Background: an optimization exercise with open tools, aiming at small area, a short achievable clock period and few clock cycles. Do not read the settings as production practice. No run shown here included a check of the RTL's function; only the layout flow was run. No activity file was given, so power comes from the tool's default toggle rates.

File: flow/design.v
package ahb_pkg;
    typedef logic [1:0] trans_t;
    localparam trans_t HTRANS_IDLE   = 2'b00;
    localparam trans_t HTRANS_BUSY   = 2'b01;    
    localparam trans_t HTRANS_NONSEQ = 2'b10;    
    localparam trans_t HTRANS_SEQ    = 2'b11;
    typedef logic [2:0] burst_t;
    localparam burst_t HBURST_SINGLE = 3'b000;
    localparam burst_t HBURST_INCR   = 3'b001;   
    localparam burst_t HBURST_INCR4  = 3'b011;
    localparam burst_t HBURST_INCR8  = 3'b101;
    localparam burst_t HBURST_INCR16 = 3'b111;
    localparam int WORD_STEP = 4;
endpackage
package master_pkg;
    localparam int ADDR_W = 32;
    localparam int DATA_W = 32;
    localparam int LEN_W = 4;    
    typedef logic [ADDR_W-1:0] addr_t;
    typedef logic [DATA_W-1:0] data_t;
    typedef logic [LEN_W-1:0]  len_t;
endpackage
`timescale 1ns/1ps
module beat_fifo
(
    input  logic   i_clk,
    input  logic   i_load,
    input  master_pkg::data_t  i_data,
    output master_pkg::data_t  o_data
);
    master_pkg::data_t word_q;
    assign o_data = word_q;
    always_ff @(posedge i_clk) begin
        if (i_load) begin
            word_q <= i_data;
        end
    end
endmodule
`timescale 1ns/1ps
module ahb_txn_ctrl
(
    input  logic   i_clk,
    input  logic   i_reset_n,
    input  logic   i_req_valid,
    input  logic   i_req_read,
    input  master_pkg::addr_t  i_req_addr,
    input  master_pkg::len_t   i_req_len,
    output logic   o_req_ready,
    input  logic   i_wdata_valid,
    output logic   o_wdata_ready,
    output logic   o_wr_load,
    output logic   o_rdata_valid,
    input  logic   i_rdata_ready,
    output logic   o_rd_load,
    output logic   o_rd_sel,              
    input  logic   i_hready,
    output logic   o_hsel,
    output master_pkg::addr_t  o_haddr,
    output ahb_pkg::trans_t o_htrans,
    output ahb_pkg::burst_t o_hburst,
    output logic   o_hwrite
);
    logic          ld_q, st_q, shown_q, last_q;
    logic          wr_held_q, rd_held_q, dp_wr_q, dp_rd_q;
    logic          hwrite_q;
    logic [2:0]    hburst_q;
    logic [3:0]    rem_q;
    logic [29:0]   haddr_q;
    logic          t0_q, tw_q, twh_q, tr_q, trh_q;
    logic          l0_q, lw_q, lr_q;
    logic          ld_d, st_d, shown_d, last_d, wr_held_d, rd_held_d, dp_wr_d, dp_rd_d, hwrite_d;
    logic          active, samp, done, take;
    logic          wr_push, wr_pop, rd_in, rd_take;
    logic          cw, cr;
    assign active  = t0_q | (i_wdata_valid & (tw_q | (twh_q & i_hready)))
                          | (i_rdata_ready & (tr_q | (trh_q & i_hready)));
    assign o_req_ready = !ld_q | (i_hready & (l0_q | (i_wdata_valid & lw_q) | (i_rdata_ready & lr_q)));
    assign samp    = i_hready & active;
    assign done    = samp & last_q;
    assign take    = i_req_valid & o_req_ready;
    assign wr_pop        = i_hready & dp_wr_q;
    assign o_wdata_ready = !wr_held_q | wr_pop;
    assign wr_push       = i_wdata_valid & o_wdata_ready;
    assign o_wr_load     = o_wdata_ready;
    assign rd_in         = i_hready & dp_rd_q;
    assign o_rdata_valid = rd_held_q | rd_in;
    assign rd_take       = o_rdata_valid & i_rdata_ready;
    assign o_rd_load     = !rd_held_q;
    assign o_rd_sel      = rd_held_q;
    assign ld_d      = take | (ld_q & !done);
    assign st_d      = !take & !done & (samp | st_q);
    assign shown_d   = active & !i_hready;
    assign hwrite_d  = take ? !i_req_read : hwrite_q;
    assign last_d    = take ? (i_req_len == 4'd0) : (samp ? (rem_q == 4'd1) : last_q);
    assign wr_held_d = wr_push | (wr_held_q & !wr_pop);
    assign rd_held_d = (rd_in & !i_rdata_ready) | (rd_held_q & !i_rdata_ready);
    assign dp_wr_d   = i_hready ? (samp & hwrite_q) : dp_wr_q;
    assign dp_rd_d   = i_hready ? (samp & !hwrite_q) : dp_rd_q;
    assign cw = ld_d & !shown_d & hwrite_d;
    assign cr = ld_d & !shown_d & !hwrite_d;
    always_ff @(posedge i_clk or negedge i_reset_n) begin
        if (!i_reset_n) begin
            ld_q      <= 1'b0;
            st_q      <= 1'b0;
            shown_q   <= 1'b0;
            wr_held_q <= 1'b0;
            rd_held_q <= 1'b0;
            dp_wr_q   <= 1'b0;
            dp_rd_q   <= 1'b0;
            t0_q      <= 1'b0;
            tw_q      <= 1'b0;
            twh_q     <= 1'b0;
            tr_q      <= 1'b0;
            trh_q     <= 1'b0;
            l0_q      <= 1'b0;
            lw_q      <= 1'b0;
            lr_q      <= 1'b0;
        end else begin
            ld_q      <= ld_d;
            st_q      <= st_d;
            shown_q   <= shown_d;
            wr_held_q <= wr_held_d;
            rd_held_q <= rd_held_d;
            dp_wr_q   <= dp_wr_d;
            dp_rd_q   <= dp_rd_d;
            t0_q      <= ld_d & (shown_d | (hwrite_d & wr_held_d & !dp_wr_d)
                                         | (!hwrite_d & !rd_held_d & !dp_rd_d));
            tw_q      <= cw & !wr_held_d;
            twh_q     <= cw & dp_wr_d;
            tr_q      <= cr & rd_held_d;
            trh_q     <= cr & dp_rd_d;
            l0_q      <= last_d & ld_d & (shown_d | (hwrite_d & wr_held_d & !dp_wr_d)
                                                  | (!hwrite_d & !rd_held_d & !dp_rd_d));
            lw_q      <= last_d & cw & (!wr_held_d | dp_wr_d);
            lr_q      <= last_d & cr & (rd_held_d | dp_rd_d);
        end
    end
    always_ff @(posedge i_clk) begin
        last_q <= last_d;
        if (take) begin
            haddr_q  <= i_req_addr[31:2];
            rem_q    <= i_req_len;
            hwrite_q <= !i_req_read;
            case (i_req_len)
                4'd0:    hburst_q <= ahb_pkg::HBURST_SINGLE;
                4'd3:    hburst_q <= ahb_pkg::HBURST_INCR4;
                4'd7:    hburst_q <= ahb_pkg::HBURST_INCR8;
                4'd15:   hburst_q <= ahb_pkg::HBURST_INCR16;
                default: hburst_q <= ahb_pkg::HBURST_INCR;
            endcase
        end else if (samp) begin
            haddr_q[7:0] <= haddr_q[7:0] + 8'd1;    
            rem_q        <= rem_q - 4'd1;
        end
    end
    assign o_htrans = {active, st_q};
    assign o_hsel   = ld_q;
    assign o_haddr  = {haddr_q, 2'b00};
    assign o_hburst = hburst_q;
    assign o_hwrite = hwrite_q;
endmodule
`timescale 1ns/1ps
module ahb_master
(
    input  logic   i_clk,
    input  logic   i_reset_n,
    input  logic   i_req_valid,
    input  logic   i_req_read,
    input  master_pkg::addr_t  i_req_addr,
    input  master_pkg::len_t   i_req_len,
    output logic   o_req_ready,
    input  logic   i_wdata_valid,
    input  master_pkg::data_t  i_wdata,
    output logic   o_wdata_ready,
    output logic   o_rdata_valid,
    output master_pkg::data_t  o_rdata,
    input  logic   i_rdata_ready,
    output logic   o_hsel,
    output master_pkg::addr_t  o_haddr,
    output ahb_pkg::trans_t o_htrans,
    output ahb_pkg::burst_t o_hburst,
    output logic   o_hwrite,
    output master_pkg::data_t  o_hwdata,
    input  master_pkg::data_t  i_hrdata,
    input  logic   i_hready
);
    logic wr_load, rd_load, rd_sel;
    master_pkg::data_t rd_word;
    beat_fifo u_wr_buf (
        .i_clk(i_clk), .i_load(wr_load), .i_data(i_wdata), .o_data(o_hwdata)
    );
    beat_fifo u_rd_buf (
        .i_clk(i_clk), .i_load(rd_load), .i_data(i_hrdata), .o_data(rd_word)
    );
    assign o_rdata = rd_sel ? rd_word : i_hrdata;
    ahb_txn_ctrl u_ctrl (
        .i_clk(i_clk), .i_reset_n(i_reset_n),
        .i_req_valid(i_req_valid), .i_req_read(i_req_read),
        .i_req_addr(i_req_addr), .i_req_len(i_req_len), .o_req_ready(o_req_ready),
        .i_wdata_valid(i_wdata_valid), .o_wdata_ready(o_wdata_ready), .o_wr_load(wr_load),
        .o_rdata_valid(o_rdata_valid), .i_rdata_ready(i_rdata_ready),
        .o_rd_load(rd_load), .o_rd_sel(rd_sel),
        .i_hready(i_hready),
        .o_hsel(o_hsel), .o_haddr(o_haddr), .o_htrans(o_htrans),
        .o_hburst(o_hburst), .o_hwrite(o_hwrite)
    );
endmodule
File: flow/flow/run.sh
#!/bin/bash
# Standard layout; ports buffered with the smallest buffer, sizing free to change footprints
bash standard.sh BUFFER_PORTS_ARGS="-buffer_cell sky130_fd_sc_hd__buf_1" MATCH_CELL_FOOTPRINT=0 finish > standard.log 2>&1
File: flow/standard.sh
#!/bin/bash
# synth_recipe.tcl (not shown) runs the flow's synth.tcl, then flattens the netlist and writes it again
# the make line also repeats each setting of config.mk as NAME=value (left out here)
make -C /OpenROAD-flow-scripts/flow DESIGN_CONFIG=/design/flow/config.mk WORK_HOME=/design/flow/orfs CLKGATE_MAP_FILE= SYNTH_SCRIPT=/design/flow/synth_recipe.tcl "${@:-finish}"
File: flow/config.mk
export PLATFORM = sky130hd
export DESIGN_NAME = ahb_master
export DESIGN_NICKNAME = ahb_master
export VERILOG_FILES = /design/flow/design.v
export SDC_FILE = /design/flow/constraint.sdc
export NUM_CORES = 4
export LEC_CHECK = 0
export ABC_AREA = 1
export CAP_MARGIN = 20
export CORE_MARGIN = 2
export CORE_UTILIZATION = 40
export SETUP_SLACK_MARGIN = 1.9
export SLEW_MARGIN = 20
File: flow/constraint.sdc
create_clock -name core_clock -period 4.5 [get_ports {i_clk}]
set_input_delay 0.9000 -clock core_clock [delete_from_list [all_inputs] [get_ports {i_clk}]]
set_output_delay 0.9000 -clock core_clock [all_outputs]
set_load 0.01 [all_outputs]
==> results.cfg, run 1 <==
[setup_path]
reg2reg_from = u_ctrl.lr_q$_DFF_PN0_
cp.required_ns = 3.60
r2r_cells = 8
crit_type = input pin to output port
regToRegSetupSlack_ns = 2.52
arrival_ns = 1.59
startpoint_type = input pin
r2r_end = u_ctrl.last_q$_DFF_P_
endpoint_kind = output port
worst-path-max-fanout = 10

[global_route]
antenna_found_initial = 0
grt_start_max_net_pins = 48
use_met1_pct = 18.8
grt_pass1_vias = 3062
met2_usage_pct = 28.9
grt_pass1_wl_um = 14600
grt_use_met3_pct = 6.20
grt_overflow = 0
gr-max-usage-layer = met2
track_usage_pct = 16.8

[yosys]
syn_inst = 360
synth_top_area_cell = edfxtp_1
ys_top_cells_by_area = edfxtp_1 (49%), dfxtp_1 (16%), nand2_1 (12%)
syn-cell-area_sq_um = 4240
synth_top_area_share_pct = 48.9
syn_area_per_cell_sq_um = 11.8
synth_cell_type_count = 28
ys_ff_latch = 117
yosysSeqAreaShare_pct = 73.2
yosysWarningCount = 2

[worst_hold_path]
hold_depth = 2
min-delay-start = u_rd_buf.word_q[6]$_DFF_P_
hold_path.class = register to register
whs_endpoint = u_rd_buf.word_q[6]$_DFF_P_

[cts]
cts_hold_buf = 0
h-tree-depth = 4
cts_tree = done
clk_latency_ns = 0.50
clock-root-buffer = clkbuf_8
cts.repair.resized = 5
cts_buffers = 17
cts.clk_slew.worst_paths_ns = 0.05
cts.sinks = 117
cts_buffer_depth = 2
post_cts_buffers = 0

[die]
die_w_um = 107
io_pins = 213
rows = 37
die_area_sq_um = 11400
die_y_um = 107
core-area_sq_um = 10300
initial_core_util_pct = 41.0

[timing]
post-route-period-util_pct = 55.4
worst_pin_slew_ns = 0.848
hold_viol = 0
max_slew_margin_pct = 43.4
rsz0062_at_grt = false
skew_ns = 0.00790
timing.final.ws_setup_ns = 2.01
max_freq_ghz = 0.401
period_needed_ns = 2.49
slew_viol_final = 0
setup_viol = 0
tns_ns = 0

[route]
vias = 3181
finalWirelength_um = 9570
viasPerCell = 4.39
drcViolationCount = 0
postRouteAntennaNets = 0
first_iter_violations = 106
drtPass1Iterations = 4
wl_per_cell_um = 13.2

[pwr]
power_leakage_nw = 2.32
vdd_ir_drop_max_mv = 0.317
p_total_w = 0.00388
p_per_area_nw_per_um2 = 672

[layout]
final_nets = 686
final_cells = 724
diodes = 0
n_fill_cell = 939
syn2layout_area_growth_pct = 36.1
drive_gt1_share_pct = 8.67

[placed_design]
pre_cts_ws_ns = 1.46
numPortBuffers = 208
place.gp.congestion = 0.769
placedCellCount = 693
dp_hpwl_um = 7070

[flow_run]
cap_violations = 0

[status]
status = timing/DRC/antenna clean
synthesized netlist by cell type (all sizes together):
master    n
nor2     14
inv      23
nand3    16
xor2      5
nand2   143
ha        3
nor3b     1
buf       8
o21bai    1
a21oi     3
dfxtp    34
conb      1
and2      1
xnor2     3
nand4     1
dfrtp    14
nor3      2
clkbuf    6
o21ai    12
edfxtp   69
report_power, final:
part	total (W)	internal (W)	switching, W	leakage, nW
sequential	0.00160	0.00148	0.000116	1.11
clock	0.00137	0.000942	0.000431	0.296
combinational	0.000903	0.000291	0.000612	0.917
total	0.00388	0.00272	0.00116	2.32
worst max path at each step:
stage                                from                     to  cells past startpoint
2_1_floorplan                    i_hready          o_wdata_ready                      3
3_3_place_gp                     i_hready  u_ctrl.last_q$_DFF_P_                      7
3_5_place_dp                     i_hready  u_ctrl.last_q$_DFF_P_                      7
4_1_cts        u_ctrl.rd_held_q$_DFF_PN0_            o_rdata[30]                      5
5_1_grt                          i_hready            o_htrans[1]                      6
6_report                         i_hready            o_htrans[1]                      6
per-layer routing:
metal,vias to the layer above,wire (um),share of wire [%]
met4,0,156,1.6
met2,102,4960,52
met3,11,628,6.6
li1,1594,-,-
met5,-,0,0
met1,1474,3830,40
stage by stage:
step / area (sq um) / util (%) / hold slack (ns)
2_1_floorplan: 4240 / - / 0.443
3_3_place_gp: 5130 / 49.7 / 0.431
3_5_place_dp: 5130 / 49.7 / 0.435
4_1_cts: 5750 / 55.7 / 0.449
5_1_grt: 5770 / 55.8 / 0.468
6_report: 5770 / 55.8 / 0.447
layout make-up:
cell class	instances	area [sq um]	area share, %
tap	136	170	2.95
inverter	23	98.8	1.71
multi-input combinational	207	975	16.9
clock inverter	12	185	3.21
timing repair buffer	210	812	14.1
clock buffer	19	422	7.31
sequential	117	3100	53.8
critical path, cell delays in order:
cell and delay, ns:
clkbuf_4 0.20, nand2_2 0.06, nand2_2 0.06, nand2_2 0.06
nand3_4 0.12, buf_1 0.18
placed cells by master (no fill, tap or decap), types with 2 or more instances in the layout:
cell	instances
nor3_1	2
nand2_1	129
inv_1	20
nand3_1	13
edfxtp_1	69
o21ai_0	11
conb_1	2
nor2_1	14
dfxtp_1	34
buf_1	207
nand2_4	3
clkinv_2	4
clkinv_1	2
xor2_1	5
ha_1	3
xnor2_1	3
a21oi_1	3
clkbuf_16	16
bufinv_16	5
inv_2	2
dfrtp_1	14
clkbuf_1	2
nand3_2	2
nand2_2	11
state kept, by name, indices dropped and copies added (netlist names):
register,count
u_ctrl.ld_q,1
u_ctrl.rd_held_q,1
u_ctrl.lw_q,1
u_ctrl.last_q,1
u_ctrl.haddr_q,30
u_ctrl.wr_held_q,1
u_ctrl.trh_q,1
u_ctrl.st_q,1
u_ctrl.dp_rd_q,1
u_ctrl.hburst_q,3
u_ctrl.twh_q,1
u_ctrl.tw_q,1
u_ctrl.hwrite_q,1
u_rd_buf.word_q,32
u_wr_buf.word_q,32
u_ctrl.dp_wr_q,1
u_ctrl.rem_q,4
u_ctrl.lr_q,1
u_ctrl.tr_q,1
u_ctrl.l0_q,1
u_ctrl.t0_q,1
cell families after synthesis:
family | after synthesis | share of synthesized area (%)
AOI/OAI and AO/OA | 16 | 1.95
buffers and inverters | 37 | 3.90
xor gates and xnor gates | 8 | 1.65
DFF | 117 | 73.2
adders and majority gates | 3 | 0.886
other | 1 | 0.0885
and+or+nand+nor | 178 | 18.3
==> inputs of run 2 (changes only) <==
--- a/flow/config.mk
+++ b/flow/config.mk
@@ -10,4 +10,4 @@
 export CORE_MARGIN = 2
 export CORE_UTILIZATION = 40
-export SETUP_SLACK_MARGIN = 1.9
+export SETUP_SLACK_MARGIN = 2.1
 export SLEW_MARGIN = 20
==> run 2 against run 1 <==
Still clean on timing, DRC and antenna. Via count is 3.9% higher. Combinational power is 15% higher. Power is 2.4% higher. Sequential power hardly changed. Critical path depth is 1 lower. Non-clock buffer count is 15 higher. Flip-flop and latch count stayed put. Critical path type is now register to output port. Largest power group unchanged.
==> results.cfg, run 2 <==
[yosys]
synth-compound-area-share_pct = 1.95
syn_area_per_cell_sq_um = 11.8
yosysMostFrequentCell = nand2_1
yosysSeqAreaShare_pct = 73.2
yosysWarningCount = 2
synth-adder-area-share_pct = 0.886
syn_inst = 360
synth_top_area_share_pct = 48.9
synth_top_area_cell = edfxtp_1
synth_cell_type_count = 28
ys_ff_latch = 117
synth_edf_count = 69
ys_top_cells_by_area = edfxtp_1 (49%), dfxtp_1 (16%), nand2_1 (12%)
synth_top_family_by_area = simple AND/OR/NAND/NOR gates
syn-cell-area_sq_um = 4240
synth_common_cells = nand2_1 (130), edfxtp_1 (69), dfxtp_1 (34), inv_1 (20)
synth-simple-area-share_pct = 18.3
synth-xor-area-share_pct = 1.65
ys.flop_type = edfxtp_1
muxShareOfSynthArea_pct = 0
synthArstFlopShare_pct = 12.0

[route]
finalWirelength_um = 10300
first_iter_violations = 178
drcViolationCount = 0
vias = 3305
wl_per_cell_um = 13.9
postRouteAntennaNets = 0
drtPass1Iterations = 4
viasPerCell = 4.46

[timing]
max_slew_margin_pct = 44.8
slew_viol_final = 0
whs_ns = 0.452
skew_ns = 0.00553
setup_viol = 0
post-route-period-util_pct = 53.4
rsz0062_at_grt = true
tns_ns = 0
max_freq_ghz = 0.416
period_needed_ns = 2.40
hold_viol = 0
timing.final.ws_setup_ns = 2.10
worst_pin_slew_ns = 0.827

[die]
rows = 37
core-area_sq_um = 10300
die_area_sq_um = 11400
io_pins = 213
die_y_um = 107
die_w_um = 107
initial_core_util_pct = 41.0

[cts]
cts_buffers = 17
cts_buffer_depth = 2
h-tree-depth = 4
cts_tree = done
clock-root-buffer = clkbuf_8
cts.clk_slew.worst_paths_ns = 0.05
clk_latency_ns = 0.50
cts.sinks = 117

[setup_path]
r2r_cells = 8
worst-path-max-fanout = 8
crit_type = register to output port
cp.required_ns = 3.60
r2r_end = u_ctrl.last_q$_DFF_P_
reg2reg_from = u_ctrl.lr_q$_DFF_PN0_
endpoint_kind = output port
cp-startpoint = u_ctrl.rd_held_q$_DFF_PN0_
regToRegSetupSlack_ns = 2.50
arrival_ns = 1.50
startpoint_type = register

[placed_design]
dp_hpwl_um = 6810
numPortBuffers = 208
place.gp.congestion = 0.781
pre_cts_ws_ns = 1.44

[layout]
final_common_cell = buf_1
final_nets = 703
drive_gt1_share_pct = 18.7
layout_common_cells = buf_1 (171), nand2_1 (121), edfxtp_1 (69), dfxtp_1 (34), inv_1 (20)
reg_top3 = u_rd_buf.word_q x32, u_wr_buf.word_q x32, u_ctrl.haddr_q x30
diodes = 0
syn2layout_area_growth_pct = 43.1

[global_route]
grt_pass1_wl_um = 14800
grt_overflow = 0
grt_start_max_net_pins = 48
antenna_found_initial = 0
track_usage_pct = 17.2
grt_pass1_vias = 2999

[pwr]
vdd_ir_drop_max_mv = 0.330
p_per_area_nw_per_um2 = 655
p_total_w = 0.00397
power_leakage_nw = 2.55

[worst_hold_path]
hold_path.class = input pin to asynchronous set/reset pin

[flow_run]
cap_violations = 0

[status]
status = timing/DRC/antenna clean
[run 2: logic make-up (layout without fill, tap and decap cells)]
| family | after synthesis | in the layout |
|---|---|---|
| DFF | 117 | 117 |
| AOI/OAI and AO/OA | 16 | 16 |
| buffers and inverters | 37 | 280 |
| and+or+nand+nor | 178 | 179 |
| other | 1 | 2 |
| xor gates and xnor gates | 8 | 8 |
| adders and majority gates | 3 | 3 |
[run 2: routing by layer]
metal  up-vias  track usage, %  routed length [um]
met2       123            28.0                5260
li1       1639               -                   -
met1      1517            20.4                4040
met3        26            3.95                 659
met4         0            11.0                 317
met5         -               0                   0
[run 2: power breakdown]
part           total (W)  switching (W)  internal [W]
registers        0.00161       0.000127       0.00148
clock network    0.00132       0.000428      0.000888
logic            0.00104       0.000651      0.000389
total            0.00397        0.00121       0.00276
[run 2: timing repair]
action	CTS	global route
gates cloned	3	2
pin swaps	1	7
gates resized for setup	36	56
buffers inserted	3	10
hold buffers	0	0
hold endpoints to repair	0	0
setup endpoints to repair	40	35
[run 2: layout make-up]
cell class	count	area, sq um
Tap cell	136	170
Fill cell	886	4260
Inverter	23	113
Timing Repair Buffer	225	1040
Clock inverter	11	159
Sequential cell	117	3100
Timing Repair inverter	1	16.3
Multi-Input combinational cell	208	1030
Clock buffer	20	425
[run 2: how the worst max path moves through the flow]
stage               endpoint
2_1_floorplan    o_htrans[1]
3_3_place_gp   o_wdata_ready
3_5_place_dp   o_wdata_ready
4_1_cts          o_rdata[10]
5_1_grt          o_rdata[21]
6_report         o_rdata[21]
[run 2: through the flow]
stage,area (sq um),instances,utilization [%]
3_3_place_gp,5130,692,49.7
3_5_place_dp,5130,692,49.7
4_1_cts,5860,729,56.8
2_1_floorplan,4250,361,-
6_report,6060,741,58.7
5_1_grt,6060,741,58.7
[run 2: critical path: stages (launching register included)]
cell       delay, ns
dfrtp_2         0.43
buf_4           0.15
clkbuf_16       0.15
nand2_1         0.06
nand2_1         0.07
buf_2           0.15
==> inputs of run 3 (changes only) <==
--- a/flow/config.mk
+++ b/flow/config.mk
@@ -10,4 +10,5 @@
 export CORE_MARGIN = 2
 export CORE_UTILIZATION = 40
+export CTS_BUF_LIST = sky130_fd_sc_hd__clkbuf_8
 export SETUP_SLACK_MARGIN = 2.1
 export SLEW_MARGIN = 20
==> run 3 against run 2 <==
Power is 10% lower. Synthesized cell count stayed put. Clock skew is 0.0014 ns higher. Sequential share of layout area is 2.9 points higher. Critical path depth is 1 higher. Global-route usage is 0.66 points lower. Critical endpoint is now o_htrans[1]. Largest power group unchanged. Highest routed layer unchanged.
==> results.cfg, run 3 <==
[layout]
reg_top3 = u_rd_buf.word_q x32, u_wr_buf.word_q x32, u_ctrl.haddr_q x30
n_fill_cell = 920
final_area_sq_um = 5740
postLayoutCoreUtil_pct = 55.6
final_common_cell = buf_1
layout_common_cells = buf_1 (196), nand2_1 (127), edfxtp_1 (69), dfxtp_1 (34), inv_1 (23)
syn2layout_area_growth_pct = 35.4
diodes = 0
final_nets = 693
drive_gt1_share_pct = 11.9

[die]
io_pins = 213
die_y_um = 107
initial_core_util_pct = 41.0
die_area_sq_um = 11400
die_w_um = 107
rows = 37
core-area_sq_um = 10300

[cts]
cts_tree = done
h-tree-depth = 4
cts.clk_slew.worst_paths_ns = 0.06
clk_latency_ns = 0.41
cts_buffers = 17
cts_buffer_depth = 2
cts_hold_buf = 0
cts.sinks = 117
clock-root-buffer = clkbuf_8

[yosys]
synthArstFlopShare_pct = 12.0
synth_cell_type_count = 28
yosysWarningCount = 2
synth_top_area_share_pct = 48.9
ys_ff_latch = 117
ys.flop_type = edfxtp_1
synth_edf_count = 69
yosysMostFrequentCell = nand2_1
syn_area_per_cell_sq_um = 11.8
syn_inst = 360
ys_top_cells_by_area = edfxtp_1 (49%), dfxtp_1 (16%), nand2_1 (12%)
synth_common_cells = nand2_1 (130), edfxtp_1 (69), dfxtp_1 (34), inv_1 (20)
synth_top_area_cell = edfxtp_1
syn-cell-area_sq_um = 4240
yosysSeqAreaShare_pct = 73.2

[global_route]
antenna_found_initial = 0
grt_start_max_net_pins = 48
track_usage_pct = 16.5
grt_pass1_wl_um = 14200
grt_overflow = 0
grt_pass1_vias = 2941

[timing]
skew_ns = 0.00694
hold_viol = 0
post-route-period-util_pct = 52.3
period_needed_ns = 2.35
slew_viol_final = 0
setup_viol = 0
tns_ns = 0
max_slew_margin_pct = 48.4
rsz0062_at_grt = true
max_freq_ghz = 0.425
worst_pin_slew_ns = 0.774

[route]
postRouteAntennaNets = 0
drtPass1Iterations = 7
first_iter_violations = 122
viasPerCell = 4.41
vias = 3221
wl_per_cell_um = 13.2
drcViolationCount = 0
finalWirelength_um = 9650

[setup_path]
worst-path-max-fanout = 10
arrival_ns = 1.45
cp-startpoint = i_hready
startpoint_type = input pin
cp.required_ns = 3.60
crit_path_end = o_htrans[1]
regToRegSetupSlack_ns = 2.75
r2r_end = u_ctrl.last_q$_DFF_P_
critPathSlowestCell = buf_6
reg2reg_from = u_ctrl.lr_q$_DFF_PN0_
endpoint_kind = output port
crit_type = input pin to output port
timing.critical_path.mode_cell = nand2_2
r2r_cells = 9
slowest_delay_ns = 0.15
worstPathCellList = buf_12, nand2_2, nand2_2, nand2_2, nand3_4, buf_6

[pwr]
p_sw_share_pct = 32.0
p_comb_share_pct = 27.5
p_per_area_nw_per_um2 = 619
p_clk_share_pct = 27.2
intPower_w = 0.00242
vdd_ir_drop_max_mv = 0.309
power_leakage_nw = 2.34
p_seq_share_pct = 45.2
switchingPower_w = 0.00114

[placed_design]
dp_hpwl_um = 6810
dpl-instance-area_sq_um = 5130
numPortBuffers = 208
place.gp.congestion = 0.781

[worst_hold_path]
hold_path.class = register to register

[flow_run]
cap_violations = 0

[status]
status = timing/DRC/antenna clean
==> run 3: cell counts after synthesis <==
Identical to the previous run, type by type.
==> run 3: metrics by stage <==
stage	hold WS [ns]	std cells	worst slack (ns)	total power [W]
after CTS	0.451	725	2.12	0.00353
after global placement	0.433	692	1.48	0.00250
after global routing	0.467	731	2.08	0.00378
final	0.448	731	2.15	0.00355
after floorplan	0.443	361	2.17	0.00221
after detailed placement	0.434	692	1.44	0.00252
==> run 3: power groups by stage <==
stage | Combinational (W) | Clock, W | Sequential, W
6_report | 0.000979 | 0.000968 | 0.00161
5_1_grt | 0.00110 | 0.00105 | 0.00163
4_1_cts | 0.000934 | 0.000996 | 0.00160
3_5_place_dp | 0.000896 | 0 | 0.00162
3_3_place_gp | 0.000884 | 0 | 0.00161
2_1_floorplan | 0.000536 | 0 | 0.00167
==> run 3: kinds of logic (layout without fill, tap and decap cells) <==
logic type | count (synthesis) | in the layout | synth area share [%]
simple gates | 178 | 179 | 18.3
other cells | 1 | 2 | 0.0885
xor+xnor | 8 | 8 | 1.65
fa+ha+maj | 3 | 3 | 0.886
compound gates | 16 | 16 | 1.95
buf+inv | 37 | 270 | 3.90
flops | 117 | 117 | 73.2
==> run 3: how the worst min path moves through the flow <==
stage                                startpoint                           to  slack, ns  depth (start not counted)
finish               u_rd_buf.word_q[4]$_DFF_P_   u_rd_buf.word_q[4]$_DFF_P_       0.45                          2
global route        u_rd_buf.word_q[23]$_DFF_P_  u_rd_buf.word_q[23]$_DFF_P_       0.47                          2
CTS                 u_rd_buf.word_q[12]$_DFF_P_  u_rd_buf.word_q[12]$_DFF_P_       0.45                          2
detailed placement  u_rd_buf.word_q[12]$_DFF_P_  u_rd_buf.word_q[12]$_DFF_P_       0.43                          2
global placement    u_rd_buf.word_q[31]$_DFF_P_  u_rd_buf.word_q[31]$_DFF_P_       0.43                          2
floorplan                 u_ctrl.last_q$_DFF_P_        u_ctrl.st_q$_DFF_PN0_       0.44                          1
==> run 3: per-layer routing <==
metal	GRT usage (%)	part of all wire, %
met3	5.90	6.5
met1	19.1	41
met4	8.72	2.4
met5	0	0
met2	27.0	50
==> run 3: critical path, delay by kind of cell <==
family,cells,cell delay (ns)
simple gates,4,0.26
buf+inv,2,0.27
==> run 3: final cells by class <==
type / instances / area [sq um] / area share (%)
inverters: 23 / 115 / 2.01
repair buffers: 216 / 932 / 16.3
well taps: 136 / 170 / 2.97
multi-input cells: 208 / 1010 / 17.6
clock buffers: 17 / 234 / 4.08
flip-flops and latches: 117 / 3100 / 54.1
clock inverters: 14 / 170 / 2.97
==> run 3: repair_timing <==
| item | CTS | global route |
|---|---|---|
| setup buffers | 1 | 5 |
| gates resized for setup | 19 | 20 |
| setup endpoints to repair | 40 | 39 |
| hold endpoints to repair | 0 | 0 |
| pin swaps | 1 | 1 |
| cloned | 1 | 1 |
==> inputs of run 4 (changes only) <==
--- a/flow/config.mk
+++ b/flow/config.mk
@@ -11,4 +11,4 @@
 export CORE_UTILIZATION = 40
 export CTS_BUF_LIST = sky130_fd_sc_hd__clkbuf_8
-export SETUP_SLACK_MARGIN = 2.1
+export SETUP_SLACK_MARGIN = 2.3
 export SLEW_MARGIN = 20
==> run 4 against run 3 <==
Largest cell class unchanged. Sequential share of layout area fell by 7.9 points. Clock-buffer cell count is the same. Flip-flop and latch count stayed put. Sequential power about the same. Highest routed layer unchanged.
==> results.cfg, run 4 <==
[timing]
slew_viol_final = 0
period_needed_ns = 2.36
max_freq_ghz = 0.424
setup_viol = 0
max_slew_margin_pct = 44.3
worst_pin_slew_ns = 0.835
rsz0062_at_grt = true
tns_ns = 0
skew_ns = 0.00860
timing.final.ws_setup_ns = 2.14
post-route-period-util_pct = 52.5
hold_viol = 0

[die]
core-area_sq_um = 10300
initial_core_util_pct = 41.0
rows = 37
die_y_um = 107
io_pins = 213
die_area_sq_um = 11400
die_w_um = 107

[layout]
reg_top3 = u_rd_buf.word_q x32, u_wr_buf.word_q x32, u_ctrl.haddr_q x30
final_area_sq_um = 6720
diodes = 0
syn2layout_area_growth_pct = 58.6
final_nets = 732
seqCellArea_sq_um = 3100
multiInputGateArea_sq_um = 1410
final_common_cell = buf_1
postLayoutCoreUtil_pct = 65.1
layout_common_cells = buf_1 (169), edfxtp_1 (69), nand2_1 (54), nand2_2 (45), nand2_4 (43)
n_fill_cell = 814
drive_gt1_share_pct = 33.4

[yosys]
ys_ff_latch = 117
synthArstFlopShare_pct = 12.0
yosysMostFrequentCell = nand2_1
ys.flop_type = edfxtp_1
synth_top_area_share_pct = 48.9
syn_inst = 360
yosysSeqAreaShare_pct = 73.2
syn-cell-area_sq_um = 4240
ys_top_cells_by_area = edfxtp_1 (49%), dfxtp_1 (16%), nand2_1 (12%)
synth_common_cells = nand2_1 (130), edfxtp_1 (69), dfxtp_1 (34), inv_1 (20)
synth_edf_count = 69
synth_top_area_cell = edfxtp_1
synth_cell_type_count = 28
syn_area_per_cell_sq_um = 11.8
yosysWarningCount = 2

[worst_hold_path]
hold_depth = 2
hold_path.class = register to register

[route]
drcViolationCount = 0
wl_per_cell_um = 16.0
vias = 3510
viasPerCell = 4.56
finalWirelength_um = 12300
drtPass1Iterations = 4
postRouteAntennaNets = 0
first_iter_violations = 198

[setup_path]
path_depth = 5
timing.critical_path.mode_cell = nand2_2
path_buf_inv = 3
worstPathCellList = buf_12, clkbuf_16, nand2_2, nand2_2, buf_6
arrival_ns = 1.46
cp.required_ns = 3.60
worst-path-max-fanout = 8
cpLargestDelayFamily = flip-flops
crit_type = register to output port
startpoint_type = register
slowest_delay_ns = 0.46
r2r_cells = 16
critPathSlowestCell = dfrtp_2
endpoint_kind = output port

[cts]
cts.clk_slew.worst_paths_ns = 0.07
clock-root-buffer = clkbuf_8
cts_hold_buf = 0
cts_buffers = 17
clk_latency_ns = 0.41
cts_tree = done
cts.sinks = 117
h-tree-depth = 4
cts_buffer_depth = 2

[placed_design]
dpl-instance-area_sq_um = 5130
pre_cts_ws_ns = 1.47
numPortBuffers = 208
place.gp.congestion = 0.834
dp_hpwl_um = 7150

[global_route]
grt_overflow = 0
antenna_found_initial = 0
grt_start_max_net_pins = 48
grt_pass1_wl_um = 16900
grt_pass1_vias = 3436
track_usage_pct = 19.6

[status]
status = timing/DRC/antenna clean

[pwr]
power_leakage_nw = 2.87
vdd_ir_drop_max_mv = 0.276
p_per_area_nw_per_um2 = 580

[flow_run]
cap_violations = 0
## run 4: changes by cell type in the layout (fill, tap and decap cells not counted), moves of 21 or more
| cell | change |
|---|---|
| buf_1 | -27 |
| nand2_4 | +38 |
| nand2_2 | +34 |
| nand2_1 | -73 |
| buf_6 | +40 |
| buf_4 | +21 |
## run 4: logic make-up (layout without fill, tap and decap cells)
kind of cell	count (synthesis)	after routing	share of synthesized area, %
compound gates	16	16	1.95
fa+ha+maj	3	3	0.886
xor+xnor	8	8	1.65
simple gates	178	179	18.3
flops	117	117	73.2
buf+inv	37	309	3.90
other cells	1	2	0.0885
## run 4: path summary, 6_finish.rpt
check	from	end	slack [ns]
worst max-delay path	u_ctrl.rd_held_q$_DFF_PN0_	o_rdata[31]	2.14
worst min-delay path	u_rd_buf.word_q[28]$_DFF_P_	u_rd_buf.word_q[28]$_DFF_P_	0.45
worst max register to register	u_ctrl.rd_held_q$_DFF_PN0_	u_rd_buf.word_q[9]$_DFF_P_	2.16
worst min register to register	u_rd_buf.word_q[28]$_DFF_P_	u_rd_buf.word_q[28]$_DFF_P_	0.45
max in group asynchronous	i_reset_n	u_ctrl.rd_held_q$_DFF_PN0_	3.36
min in group asynchronous	i_reset_n	u_ctrl.ld_q$_DFF_PN0_	0.56
## run 4: worst min-delay path, delay by kind of cell (launching register included)
| family | cells | cell delay, ns |
|---|---|---|
| and+or+nand+nor | 2 | 0.12 |
| DFF | 1 | 0.31 |
## run 4: power by group
part	internal [W]	switching [W]	total [W]
clock	0.000474	0.000398	0.000872
sequential	0.00148	0.000159	0.00164
combinational	0.000599	0.000788	0.00139
total	0.00256	0.00135	0.00390
## run 4: repair_timing
action	4_1_cts	5_1_grt
endpoints found under the hold margin	0	0
gates cloned	11	0
setup buffers	27	9
endpoints found under the setup margin	77	37
resized for setup	153	112
pin swaps	21	18
## run 4: metal layers
layer	global-route usage [%]	vias to the layer above	part of all wire (%)	wire [um]
met1	22.5	1648	38	4750
met4	7.51	0	2.4	292
met3	6.02	25	5.5	675
li1	-	1696	-	-
met2	34.4	141	54	6630
met5	0	-	0	0
## run 4: layout make-up
class / count / share of cell area, %
clock inverter: 14 / 1.81
timing repair buffer: 250 / 22.2
timing repair inverter: 5 / 1.08
inverter: 23 / 1.71
multi-input combinational: 208 / 21.0
sequential: 117 / 46.2
tap: 136 / 2.53
clock buffer: 17 / 3.48
## run 4: per-stage QoR
stage | hold slack, ns | instances | power [W]
3_3_place_gp | 0.430 | 692 | 0.00250
3_5_place_dp | 0.436 | 692 | 0.00253
2_1_floorplan | 0.443 | 361 | 0.00221
4_1_cts | 0.453 | 761 | 0.00371
5_1_grt | 0.486 | 770 | 0.00412
6_report | 0.449 | 770 | 0.00390
==> inputs of run 5 (changes only) <==
--- a/flow/design.v
+++ b/flow/design.v
@@ -61,5 +61,5 @@
     output logic   o_hwrite
 );
-    logic          ld_q, st_q, shown_q, last_q;
+    logic          ld_q, st_q, shown_q;
     logic          wr_held_q, rd_held_q, dp_wr_q, dp_rd_q;
     logic          hwrite_q;
@@ -67,15 +67,22 @@
     logic [3:0]    rem_q;
     logic [29:0]   haddr_q;
-    logic          t0_q, tw_q, twh_q, tr_q, trh_q;
-    logic          l0_q, lw_q, lr_q;
-    logic          ld_d, st_d, shown_d, last_d, wr_held_d, rd_held_d, dp_wr_d, dp_rd_d, hwrite_d;
+    logic          last, cw, cr;
+    logic          t0, tw, twh, tr, trh;
     logic          active, samp, done, take;
-    logic          wr_push, wr_pop, rd_in, rd_take;
-    logic          cw, cr;
-    assign active  = t0_q | (i_wdata_valid & (tw_q | (twh_q & i_hready)))
-                          | (i_rdata_ready & (tr_q | (trh_q & i_hready)));
-    assign o_req_ready = !ld_q | (i_hready & (l0_q | (i_wdata_valid & lw_q) | (i_rdata_ready & lr_q)));
+    logic          wr_push, wr_pop, rd_in;
+    assign last = (rem_q == 4'd0);
+    assign cw   = ld_q & !shown_q & hwrite_q;
+    assign cr   = ld_q & !shown_q & !hwrite_q;
+    assign t0   = (ld_q & shown_q) | (cw & wr_held_q & !dp_wr_q) | (cr & !rd_held_q & !dp_rd_q);
+    assign tw   = cw & !wr_held_q;       
+    assign twh  = cw & dp_wr_q;          
+    assign tr   = cr & rd_held_q;        
+    assign trh  = cr & dp_rd_q;          
+    assign active = t0 | (i_wdata_valid & tw) | (i_rdata_ready & tr)
+                       | (i_hready & i_wdata_valid & twh) | (i_hready & i_rdata_ready & trh);
+    assign o_req_ready = !ld_q | (i_hready & last & (t0 | (i_wdata_valid & (tw | twh))
+                                                       | (i_rdata_ready & (tr | trh))));
     assign samp    = i_hready & active;
-    assign done    = samp & last_q;
+    assign done    = samp & last;
     assign take    = i_req_valid & o_req_ready;
     assign wr_pop        = i_hready & dp_wr_q;
@@ -85,18 +92,6 @@
     assign rd_in         = i_hready & dp_rd_q;
     assign o_rdata_valid = rd_held_q | rd_in;
-    assign rd_take       = o_rdata_valid & i_rdata_ready;
     assign o_rd_load     = !rd_held_q;
     assign o_rd_sel      = rd_held_q;
-    assign ld_d      = take | (ld_q & !done);
-    assign st_d      = !take & !done & (samp | st_q);
-    assign shown_d   = active & !i_hready;
-    assign hwrite_d  = take ? !i_req_read : hwrite_q;
-    assign last_d    = take ? (i_req_len == 4'd0) : (samp ? (rem_q == 4'd1) : last_q);
-    assign wr_held_d = wr_push | (wr_held_q & !wr_pop);
-    assign rd_held_d = (rd_in & !i_rdata_ready) | (rd_held_q & !i_rdata_ready);
-    assign dp_wr_d   = i_hready ? (samp & hwrite_q) : dp_wr_q;
-    assign dp_rd_d   = i_hready ? (samp & !hwrite_q) : dp_rd_q;
-    assign cw = ld_d & !shown_d & hwrite_d;
-    assign cr = ld_d & !shown_d & !hwrite_d;
     always_ff @(posedge i_clk or negedge i_reset_n) begin
         if (!i_reset_n) begin
@@ -108,34 +103,17 @@
             dp_wr_q   <= 1'b0;
             dp_rd_q   <= 1'b0;
-            t0_q      <= 1'b0;
-            tw_q      <= 1'b0;
-            twh_q     <= 1'b0;
-            tr_q      <= 1'b0;
-            trh_q     <= 1'b0;
-            l0_q      <= 1'b0;
-            lw_q      <= 1'b0;
-            lr_q      <= 1'b0;
         end else begin
-            ld_q      <= ld_d;
-            st_q      <= st_d;
-            shown_q   <= shown_d;
-            wr_held_q <= wr_held_d;
-            rd_held_q <= rd_held_d;
-            dp_wr_q   <= dp_wr_d;
-            dp_rd_q   <= dp_rd_d;
-            t0_q      <= ld_d & (shown_d | (hwrite_d & wr_held_d & !dp_wr_d)
-                                         | (!hwrite_d & !rd_held_d & !dp_rd_d));
-            tw_q      <= cw & !wr_held_d;
-            twh_q     <= cw & dp_wr_d;
-            tr_q      <= cr & rd_held_d;
-            trh_q     <= cr & dp_rd_d;
-            l0_q      <= last_d & ld_d & (shown_d | (hwrite_d & wr_held_d & !dp_wr_d)
-                                                  | (!hwrite_d & !rd_held_d & !dp_rd_d));
-            lw_q      <= last_d & cw & (!wr_held_d | dp_wr_d);
-            lr_q      <= last_d & cr & (rd_held_d | dp_rd_d);
+            ld_q      <= take | (ld_q & !done);
+            st_q      <= !take & !done & (samp | st_q);
+            shown_q   <= active & !i_hready;
+            wr_held_q <= wr_push | (wr_held_q & !wr_pop);
+            rd_held_q <= (rd_in | rd_held_q) & !i_rdata_ready;
+            if (i_hready) begin
+                dp_wr_q <= samp & hwrite_q;
+                dp_rd_q <= samp & !hwrite_q;
+            end
         end
     end
     always_ff @(posedge i_clk) begin
-        last_q <= last_d;
         if (take) begin
             haddr_q  <= i_req_addr[31:2];
--- a/flow/config.mk
+++ b/flow/config.mk
@@ -10,5 +10,4 @@
 export CORE_MARGIN = 2
 export CORE_UTILIZATION = 40
-export CTS_BUF_LIST = sky130_fd_sc_hd__clkbuf_8
-export SETUP_SLACK_MARGIN = 2.3
+export SETUP_SLACK_MARGIN = 1.8
 export SLEW_MARGIN = 20
==> run 5 against run 4 <==
Utilization is 12 points lower. Sequential share of layout area is 11 points higher. Setup slack worse by 0.28 ns. Sequential power is 26% lower. Critical endpoint is now o_htrans[1]. Largest cell class unchanged. Highest routed layer unchanged.
==> results.cfg, run 5 <==
[layout]
final_common_cell = buf_1
final_cells = 626
final_nets = 597
reg_top3 = u_rd_buf.word_q x32, u_wr_buf.word_q x32, u_ctrl.haddr_q x30
syn2layout_area_growth_pct = 29.2
postLayoutCoreUtil_pct = 52.8
layout_common_cells = buf_1 (206), edfxtp_1 (70), nand2_1 (41), mux2_2 (32), dfxtp_1 (32)
diodes = 0
drive_gt1_share_pct = 13.6

[placed_design]
placedCellCount = 607
numPortBuffers = 208
dp_hpwl_um = 6280
place.gp.congestion = 0.807

[timing]
slew_viol_final = 0
max_freq_ghz = 0.378
worst_pin_slew_ns = 1.04
skew_ns = 0.00578
max_slew_margin_pct = 30.8
period_needed_ns = 2.64
hold_viol = 0
rsz0062_at_grt = false
setup_viol = 0
post-route-period-util_pct = 58.8
tns_ns = 0

[yosys]
ys_ff_latch = 109
syn_area_per_cell_sq_um = 14.4
yosysSeqAreaShare_pct = 73.8
yosysWarningCount = 2
synth-adder-area-share_pct = 0.633
synth_top_family_by_area = simple AND/OR/NAND/NOR gates
yosysMostFrequentCell = edfxtp_1
synth-xor-area-share_pct = 1.77
synth_cell_type_count = 26
synth-simple-area-share_pct = 9.56
muxShareOfSynthArea_pct = 9.11
synthArstFlopShare_pct = 6.42
synth-compound-area-share_pct = 0.918
synth_top_area_cell = edfxtp_1
ys_top_cells_by_area = edfxtp_1 (53%), dfxtp_1 (16%), mux2_2 (9.1%)
synth_common_cells = edfxtp_1 (70), nand2_1 (42), dfxtp_1 (32), mux2_2 (32)
synth_edf_count = 70
synth_top_area_share_pct = 53.2
syn_inst = 274
syn-cell-area_sq_um = 3950
ys.flop_type = edfxtp_1

[global_route]
grt_overflow = 0
grt_pass1_wl_um = 12100
grt_start_max_net_pins = 35
track_usage_pct = 15.0
antenna_found_initial = 0
grt_pass1_vias = 2698

[route]
postRouteAntennaNets = 0
drcViolationCount = 0
vias = 2773
drtPass1Iterations = 4
wl_per_cell_um = 13.5
viasPerCell = 4.43
first_iter_violations = 88
finalWirelength_um = 8430

[cts]
clk_latency_ns = 0.36
cts_hold_buf = 0
cts_buffers = 9
cts_buffer_depth = 2
cts.sinks = 109
clock-root-buffer = clkbuf_8
h-tree-depth = 3
cts.clk_slew.worst_paths_ns = 0.10
cts_tree = done

[setup_path]
regToRegSetupSlack_ns = 2.04
worst-path-max-fanout = 5
endpoint_kind = output port
arrival_ns = 1.74
r2r_end = u_ctrl.haddr_q[18]$_DFFE_PP_
r2r_cells = 7
startpoint_type = input pin
crit_type = input pin to output port
reg2reg_from = u_ctrl.rem_q[0]$_DFFE_PP_
cp.required_ns = 3.60

[worst_hold_path]
hold_path.class = input pin to asynchronous set/reset pin

[die]
die_area_sq_um = 10700
rows = 36
die_w_um = 103
initial_core_util_pct = 40.8
core-area_sq_um = 9680
die_y_um = 103
io_pins = 213

[flow_run]
cap_violations = 0

[status]
status = timing/DRC/antenna clean

[pwr]
vdd_ir_drop_max_mv = 0.173
p_per_area_nw_per_um2 = 405
power_leakage_nw = 1.89
[run 5: kinds of logic after synthesis]
| logic type | count (synthesis) |
|---|---|
| flip-flops | 109 |
| AND/OR/NAND/NOR | 83 |
| buffers and inverters | 33 |
| multiplexers | 32 |
| XOR/XNOR | 8 |
| AO/OA/AOI/OAI | 6 |
| adder cells (fa/ha/maj) | 2 |
| other | 1 |
[run 5: cell type report]
cell class	instances	area (sq um)
Fill cell	915	4570
Sequential cell	109	2920
Multi-Input combinational cell	133	901
Timing Repair Buffer	213	861
Tap cell	133	166
Clock buffer	9	124
Inverter	22	90.1
Clock inverter	7	48.8
[run 5: through the flow]
| stage | cell area [sq um] | hold WS (ns) | setup slack [ns] | power [W] |
|---|---|---|---|---|
| 5_1_grt | 5110 | 0.425 | 1.79 | 0.00218 |
| 6_report | 5110 | 0.431 | 1.86 | 0.00207 |
| 3_5_place_dp | 4860 | 0.461 | 1.32 | 0.00155 |
| 4_1_cts | 5070 | 0.416 | 1.80 | 0.00209 |
| 2_1_floorplan | 3990 | 0.467 | 1.60 | 0.00143 |
| 3_3_place_gp | 4860 | 0.454 | 1.36 | 0.00154 |
[run 5: worst max-delay path by stage]
stage / to / start
2_1_floorplan: o_htrans[1] / i_hready
3_3_place_gp: u_ctrl.hwrite_q$_DFFE_PP_ / i_hready
3_5_place_dp: u_ctrl.haddr_q[11]$_DFFE_PP_ / i_hready
4_1_cts: o_wdata_ready / i_hready
5_1_grt: o_htrans[1] / i_hready
6_report: o_htrans[1] / i_hready
[run 5: critical path: stages]
cell and delay (ns):
clkbuf_4 0.17, nor2_2 0.13, nor2_1 0.06, nand3_1 0.07, nand2_1 0.09, nor2_4 0.14
inv_1 0.05, clkbuf_2 0.13
[run 5: per-layer routing]
metal,up-vias,track usage [%],wire length (um)
li1,1356,-,-
met1,1272,16.6,3220
met2,134,25.4,4230
met3,11,6.45,856
met4,0,6.07,126
met5,-,0,0
[run 5: what timing repair did]
item,4_1_cts,5_1_grt
gates resized for setup,6,7
gates cloned,0,1
buffers inserted,2,0
endpoints found under the setup margin,29,2
[run 5: report_power, final]
group | leakage [nW] | total [W] | switching (W) | internal (W)
Combinational | 0.806 | 0.000326 | 0.000197 | 0.000129
Sequential | 0.997 | 0.00121 | 0.0000364 | 0.00117
Clock | 0.0850 | 0.000533 | 0.000329 | 0.000204
Total | 1.89 | 0.00207 | 0.000563 | 0.00151
==> inputs of run 6 (changes only) <==
--- a/flow/config.mk
+++ b/flow/config.mk
@@ -10,4 +10,4 @@
 export CORE_MARGIN = 2
 export CORE_UTILIZATION = 40
-export SETUP_SLACK_MARGIN = 1.8
+export SETUP_SLACK_MARGIN = 2.0
 export SLEW_MARGIN = 20
==> run 6 against run 5 <==
Synthesized area unchanged. Routed wire length up 9.2%. Combinational power up 25%. Synthesized cell count unchanged. Utilization up 4.7 points. Worst hold slack better by 0.0063 ns. Clock power about the same. Final area up 8.9%. First-iteration DRC count up 34%. Cell count up 2.1%. Largest cell class unchanged. Setup slack better by 0.074 ns. Register-to-register slack better by 0.36 ns.
==> results.cfg, run 6 <==
[yosys]
yosysSeqAreaShare_pct = 73.8
synthArstFlopShare_pct = 6.42
ys_top_cells_by_area = edfxtp_1 (53%), dfxtp_1 (16%), mux2_2 (9.1%)
ys_ff_latch = 109
synth_top_area_cell = edfxtp_1
syn_area_per_cell_sq_um = 14.4
syn-cell-area_sq_um = 3950
synth_edf_count = 70
synth_top_area_share_pct = 53.2
ys.flop_type = edfxtp_1
yosysWarningCount = 2
synth_cell_type_count = 26
synth_common_cells = edfxtp_1 (70), nand2_1 (42), dfxtp_1 (32), mux2_2 (32)
syn_inst = 274
yosysMostFrequentCell = edfxtp_1

[timing]
hold_viol = 0
max_slew_margin_pct = 53.1
rsz0062_at_grt = true
tns_ns = 0
period_needed_ns = 2.57
post-route-period-util_pct = 57.1
skew_ns = 0.0108
slew_viol_final = 0
max_freq_ghz = 0.389
worst_pin_slew_ns = 0.703
setup_viol = 0

[global_route]
grt_start_max_net_pins = 35
grt_overflow = 0
track_usage_pct = 16.9
grt_pass1_wl_um = 13400
antenna_found_initial = 0
grt_pass1_vias = 2818

[setup_path]
regToRegSetupSlack_ns = 2.40
critPathSlowestCell = dfrtp_2
crit_type = register to output port
startpoint_type = register
timing.critical_path.mode_cell = buf_12
reg2reg_from = u_ctrl.rd_held_q$_DFF_PN0_
slowest_delay_ns = 0.56
cpLargestDelayFamily = flip-flops
endpoint_kind = output port
r2r_end = u_ctrl.haddr_q[18]$_DFFE_PP_
cp.required_ns = 3.60
worstPathCellList = buf_12, buf_12, mux2_2, clkbuf_2
worst-path-max-fanout = 6
r2r_cells = 9
arrival_ns = 1.67
path_buf_inv = 3

[route]
finalWirelength_um = 9210
postRouteAntennaNets = 0
drtPass1Iterations = 4
viasPerCell = 4.45
first_iter_violations = 118
drcViolationCount = 0
wl_per_cell_um = 14.4
vias = 2844

[worst_hold_path]
hold_path.class = input pin to asynchronous set/reset pin

[die]
initial_core_util_pct = 40.8
die_area_sq_um = 10700
io_pins = 213
die_w_um = 103
core-area_sq_um = 9680
die_y_um = 103
rows = 36

[pwr]
vdd_ir_drop_max_mv = 0.192
p_sw_share_pct = 26.5
p_clk_share_pct = 24.7
p_comb_share_pct = 19.0
p_seq_share_pct = 56.3
switchingPower_w = 0.000570
power_leakage_nw = 2.17
intPower_w = 0.00158
p_total_w = 0.00215
p_per_area_nw_per_um2 = 386

[placed_design]
dp_hpwl_um = 6310
dpl-instance-area_sq_um = 4870
numPortBuffers = 208
placedCellCount = 607
place.gp.congestion = 0.795

[cts]
cts_hold_buf = 0
cts.sinks = 109
cts_tree = done
clk_latency_ns = 0.37
clock-root-buffer = clkbuf_8
cts_buffers = 9
cts.clk_slew.worst_paths_ns = 0.09
cts_buffer_depth = 2
h-tree-depth = 3

[layout]
reg_top3 = u_rd_buf.word_q x32, u_wr_buf.word_q x32, u_ctrl.haddr_q x30
postLayoutCoreUtil_pct = 57.5
diodes = 0
drive_gt1_share_pct = 22.9
final_cells = 639
final_common_cell = buf_1
final_nets = 610
final_area_sq_um = 5570
syn2layout_area_growth_pct = 40.8
layout_common_cells = buf_1 (177), edfxtp_1 (70), nand2_1 (39), dfxtp_1 (32), buf_6 (24)

[flow_run]
cap_violations = 0

[status]
status = timing/DRC/antenna clean
[run 6: repair_timing]
action / in CTS / in global routing
endpoints found under the setup margin: 62 / 62
gates cloned: 4 / 1
endpoints found under the hold margin: 0 / 0
pin swaps: 4 / 5
resized for setup: 91 / 30
setup buffers: 6 / 5
[run 6: how the worst max path moves through the flow]
| stage | from | to | slack (ns) | cells after the start |
|---|---|---|---|---|
| after floorplan | i_hready | o_htrans[1] | 1.60 | 7 |
| after global placement | i_hready | u_ctrl.haddr_q[28]$_DFFE_PP_ | 1.41 | 6 |
| after detailed placement | i_hready | u_ctrl.haddr_q[25]$_DFFE_PP_ | 1.34 | 6 |
| after CTS | i_wdata_valid | o_req_ready | 1.95 | 8 |
| after global routing | u_ctrl.rd_held_q$_DFF_PN0_ | o_htrans[1] | 1.87 | 8 |
| final | u_ctrl.rd_held_q$_DFF_PN0_ | o_rdata[11] | 1.93 | 4 |
[run 6: per-layer routing]
layer	global-route usage, %	vias to the layer above	wire (um)
met4	6.38	0	107
met3	5.71	9	807
met5	0	-	0
met1	20.1	1321	3510
li1	-	1387	-
met2	28.3	127	4780
[run 6: final cells by class]
| type | instances | area (sq um) |
|---|---|---|
| repair inverters | 1 | 7.51 |
| well taps | 133 | 166 |
| clock inverters | 4 | 23.8 |
| inverters | 22 | 93.8 |
| clock buffers | 12 | 145 |
| flip-flops and latches | 109 | 2920 |
| multi-input cells | 133 | 1020 |
| fillers | 836 | 4120 |
| repair buffers | 225 | 1180 |
[run 6: power groups by stage]
stage / clock network (W) / registers (W) / logic, W
final: 0.000531 / 0.00121 / 0.000407
after global routing: 0.000590 / 0.00122 / 0.000454
after CTS: 0.000552 / 0.00121 / 0.000386
after detailed placement: 0 / 0.00123 / 0.000319
after global placement: 0 / 0.00123 / 0.000311
after floorplan: 0 / 0.00125 / 0.000184
[run 6: kinds of logic after synthesis]
group           Yosys count  synth area share [%]
fa+ha+maj                 2                 0.633
simple gates             83                  9.56
mux                      32                  9.11
xor+xnor                  8                  1.77
compound gates            6                 0.918
other cells               1                0.0948
buf+inv                  33                  4.11
flops                   109                  73.8
[run 6: per-stage QoR]
step | hold WS [ns] | setup WS (ns)
after floorplan | 0.467 | 1.60
after detailed placement | 0.459 | 1.34
after global routing | 0.447 | 1.87
after global placement | 0.454 | 1.41
after CTS | 0.438 | 1.95
final | 0.437 | 1.93
==> inputs of run 7 (changes only) <==
--- a/flow/config.mk
+++ b/flow/config.mk
@@ -6,8 +6,9 @@
 export NUM_CORES = 4
 export LEC_CHECK = 0
-export ABC_AREA = 1
+export ABC_AREA = 0
+export ABC_CLOCK_PERIOD_IN_PS = 1500
 export CAP_MARGIN = 20
 export CORE_MARGIN = 2
 export CORE_UTILIZATION = 40
-export SETUP_SLACK_MARGIN = 2.0
+export SETUP_SLACK_MARGIN = 1.8
 export SLEW_MARGIN = 20
==> run 7 against run 6 <==
Setup slack got worse by 0.079 ns. Critical path type is now input pin to output port. Clock skew up 0.0015 ns. First-iteration DRC count shrank 35%. Synthesized cell count down 16%.
==> results.cfg, run 7 <==
[pwr]
power_leakage_nw = 1.85
p_per_area_nw_per_um2 = 410
vdd_ir_drop_max_mv = 0.186

[placed_design]
numPortBuffers = 208
place.gp.congestion = 0.773
dp_hpwl_um = 5920
dpl-instance-area_sq_um = 4870

[route]
postRouteAntennaNets = 0
first_iter_violations = 77
viasPerCell = 4.42
finalWirelength_um = 8110
drtPass1Iterations = 4
vias = 2605
wl_per_cell_um = 13.7
drcViolationCount = 0

[layout]
final_area_sq_um = 5160
final_nets = 561
final_common_cell = buf_1
reg_top3 = u_rd_buf.word_q x32, u_wr_buf.word_q x32, u_ctrl.haddr_q x30
drive_gt1_share_pct = 19.0
layout_common_cells = buf_1 (205), edfxtp_1 (70), mux2_2 (34), dfxtp_1 (32), buf_4 (10)
diodes = 0
syn2layout_area_growth_pct = 31.0

[status]
status = timing/DRC/antenna clean

[yosys]
ys_top_cells_by_area = edfxtp_1 (53%), dfxtp_1 (16%), mux2_2 (9.7%)
syn_area_per_cell_sq_um = 17.1
yosysMostFrequentCell = edfxtp_1
yosysWarningCount = 2
syn-cell-area_sq_um = 3940
synth_common_cells = edfxtp_1 (70), mux2_2 (34), dfxtp_1 (32), inv_1 (11)
synth_top_area_cell = edfxtp_1
synth_top_area_share_pct = 53.4
syn_inst = 231
synthArstFlopShare_pct = 6.42
ys.flop_type = edfxtp_1
synth_edf_count = 70
ys_ff_latch = 109
synth_cell_type_count = 41
yosysSeqAreaShare_pct = 74.1

[timing]
setup_viol = 0
max_slew_margin_pct = 54.7
worst_pin_slew_ns = 0.680
period_needed_ns = 2.65
skew_ns = 0.0123
rsz0062_at_grt = false
tns_ns = 0
hold_viol = 0
post-route-period-util_pct = 58.9
max_freq_ghz = 0.378
slew_viol_final = 0

[global_route]
grt_pass1_vias = 2420
grt_start_max_net_pins = 35
grt_overflow = 0
grt_pass1_wl_um = 11500
antenna_found_initial = 0
track_usage_pct = 14.2

[setup_path]
arrival_ns = 1.75
endpoint_kind = output port
crit_type = input pin to output port
cp.required_ns = 3.60
worst-path-max-fanout = 8
startpoint_type = input pin

[die]
io_pins = 213
initial_core_util_pct = 40.7
die_y_um = 103
die_area_sq_um = 10700
rows = 36
core-area_sq_um = 9680
die_w_um = 103

[cts]
cts_tree = done
cts_buffers = 9
clk_latency_ns = 0.36
cts_buffer_depth = 2
cts.clk_slew.worst_paths_ns = 0.11
cts.sinks = 109
h-tree-depth = 3
cts_hold_buf = 0
clock-root-buffer = clkbuf_8

[worst_hold_path]
hold_path.class = input pin to asynchronous set/reset pin

[flow_run]
cap_violations = 0
-- run 7: cell count changes after synthesis, moves of 3 or more --
cell / delta
mux2_4: +7
nand3_1: -17
buf_1: +3
nand2_1: -36
nor2_1: -7
inv_1: -9
buf_2: -3
-- run 7: kinds of logic after synthesis --
group | synth area share [%]
DFF | 74.1
muxes | 12.9
and+or+nand+nor | 4.00
buffers and inverters | 2.64
AOI/OAI and AO/OA | 3.68
xor gates and xnor gates | 2.00
adders and majority gates | 0.635
other | 0.0952
-- run 7: through the flow --
step                instances  power [W]  util (%)  hold WS (ns)  setup WS, ns
floorplan                 232    0.00144         -         0.491          1.74
global placement          566    0.00155      50.3         0.454          1.35
detailed placement        566    0.00156      50.3         0.458          1.24
CTS                       583    0.00214      52.5         0.413          1.78
global route              590    0.00223      53.3         0.431          1.81
finish                    590    0.00211      53.3         0.435          1.85
-- run 7: cell type report --
type / count / area, sq um
Fill cell: 867 / 4520
Sequential cell: 109 / 2920
Multi-Input combinational cell: 102 / 957
Timing Repair Buffer: 219 / 883
Tap cell: 133 / 166
Clock buffer: 9 / 124
Clock inverter: 7 / 66.3
Inverter: 11 / 45.0
-- run 7: report_power, final --
part	total, W	internal, W	switching (W)	leakage (nW)
sequential	0.00122	0.00117	0.0000433	1.00
combinational	0.000333	0.000158	0.000174	0.757
clock	0.000566	0.000215	0.000351	0.0914
total	0.00211	0.00155	0.000569	1.85
-- run 7: critical path, cell delays in order --
cell     delay, ns
buf_6         0.12
a21bo_4       0.21
a31o_4        0.23
o21ai_4       0.13
inv_2         0.05
buf_6         0.11
-- run 7: final timing paths --
check | end | from | slack [ns] | cells after the start
setup / recovery | o_htrans[1] | i_hready | 1.85 | 6
hold / removal | u_ctrl.rd_held_q$_DFF_PN0_ | i_reset_n | 0.43 | 1
setup reg to reg | u_ctrl.haddr_q[9]$_DFFE_PP_ | u_ctrl.rem_q[0]$_DFFE_PP_ | 2.04 | 7
hold reg to reg | u_rd_buf.word_q[20]$_DFF_P_ | u_rd_buf.word_q[20]$_DFF_P_ | 0.48 | 1
max in group asynchronous | u_ctrl.ld_q$_DFF_PN0_ | i_reset_n | 3.76 | 1
min in group core_clock | u_rd_buf.word_q[20]$_DFF_P_ | u_rd_buf.word_q[20]$_DFF_P_ | 0.48 | 1
-- run 7: repair_timing --
action / CTS / global route
endpoints found under the setup margin: 33 / 53
buffers inserted: 1 / 7
gates resized for setup: 9 / 6
pin swaps: 1 / 1
-- run 7: routing by layer --
metal	global-route usage [%]	wire length (um)	vias up
li1	-	-	1278
met1	16.7	3270	1215
met2	24.3	4200	103
met3	4.91	547	9
met4	4.96	89	0
met5	0	0	-

separate check: timing with driven ports:
How much do the figures lean on ideal ports? The routed layouts below were timed once more, with nothing changed but the port constraints. Step 1, drivers: a clkbuf_16 drives i_clk and a buf_2 each remaining input, both assumed. Step 2 adds t to the input delays and takes it off the output delays; t is the mean of the earliest and latest rising clock arrival at the registers after step 1. Input paths then give back, and output paths get back, about the clock's delay inside the block. Three values: ideal ports, drivers, drivers and shift; two values: the first two.
| run | t, ns | slack for setup (ns) | worst setup path at the end | worst slew at a driven data input, ns | cell pins on the clock port's net |
|---|---|---|---|---|---|
| run 1 | 0.526 | 2.007 / 1.957 / 1.706 | input to register | 0.06 | 1 |
| run 2 | 0.526 | 2.096 / 2.065 / 1.797 | input to register | 0.09 | 1 |
| run 3 | 0.435 | 2.147 / 2.093 / 2.001 | input to register | 0.07 | 1 |
| run 4 | 0.442 | 2.139 / 2.094 / 1.915 | input to register | 0.08 | 1 |
| run 5 | 0.390 | 1.856 / 1.819 / 1.612 | input to register | 0.06 | 1 |
| run 6 | 0.401 | 1.930 / 1.896 / 1.910 | input to output | 0.05 | 1 |
| run 7 | 0.387 | 1.851 / 1.812 / 1.699 | input to register | 0.05 | 1 |
After both steps every run listed still meets setup and hold. For run 1, which loses most, drivers alone change the setup slack by -0.050 ns; drivers and shift together by -0.301 ns.
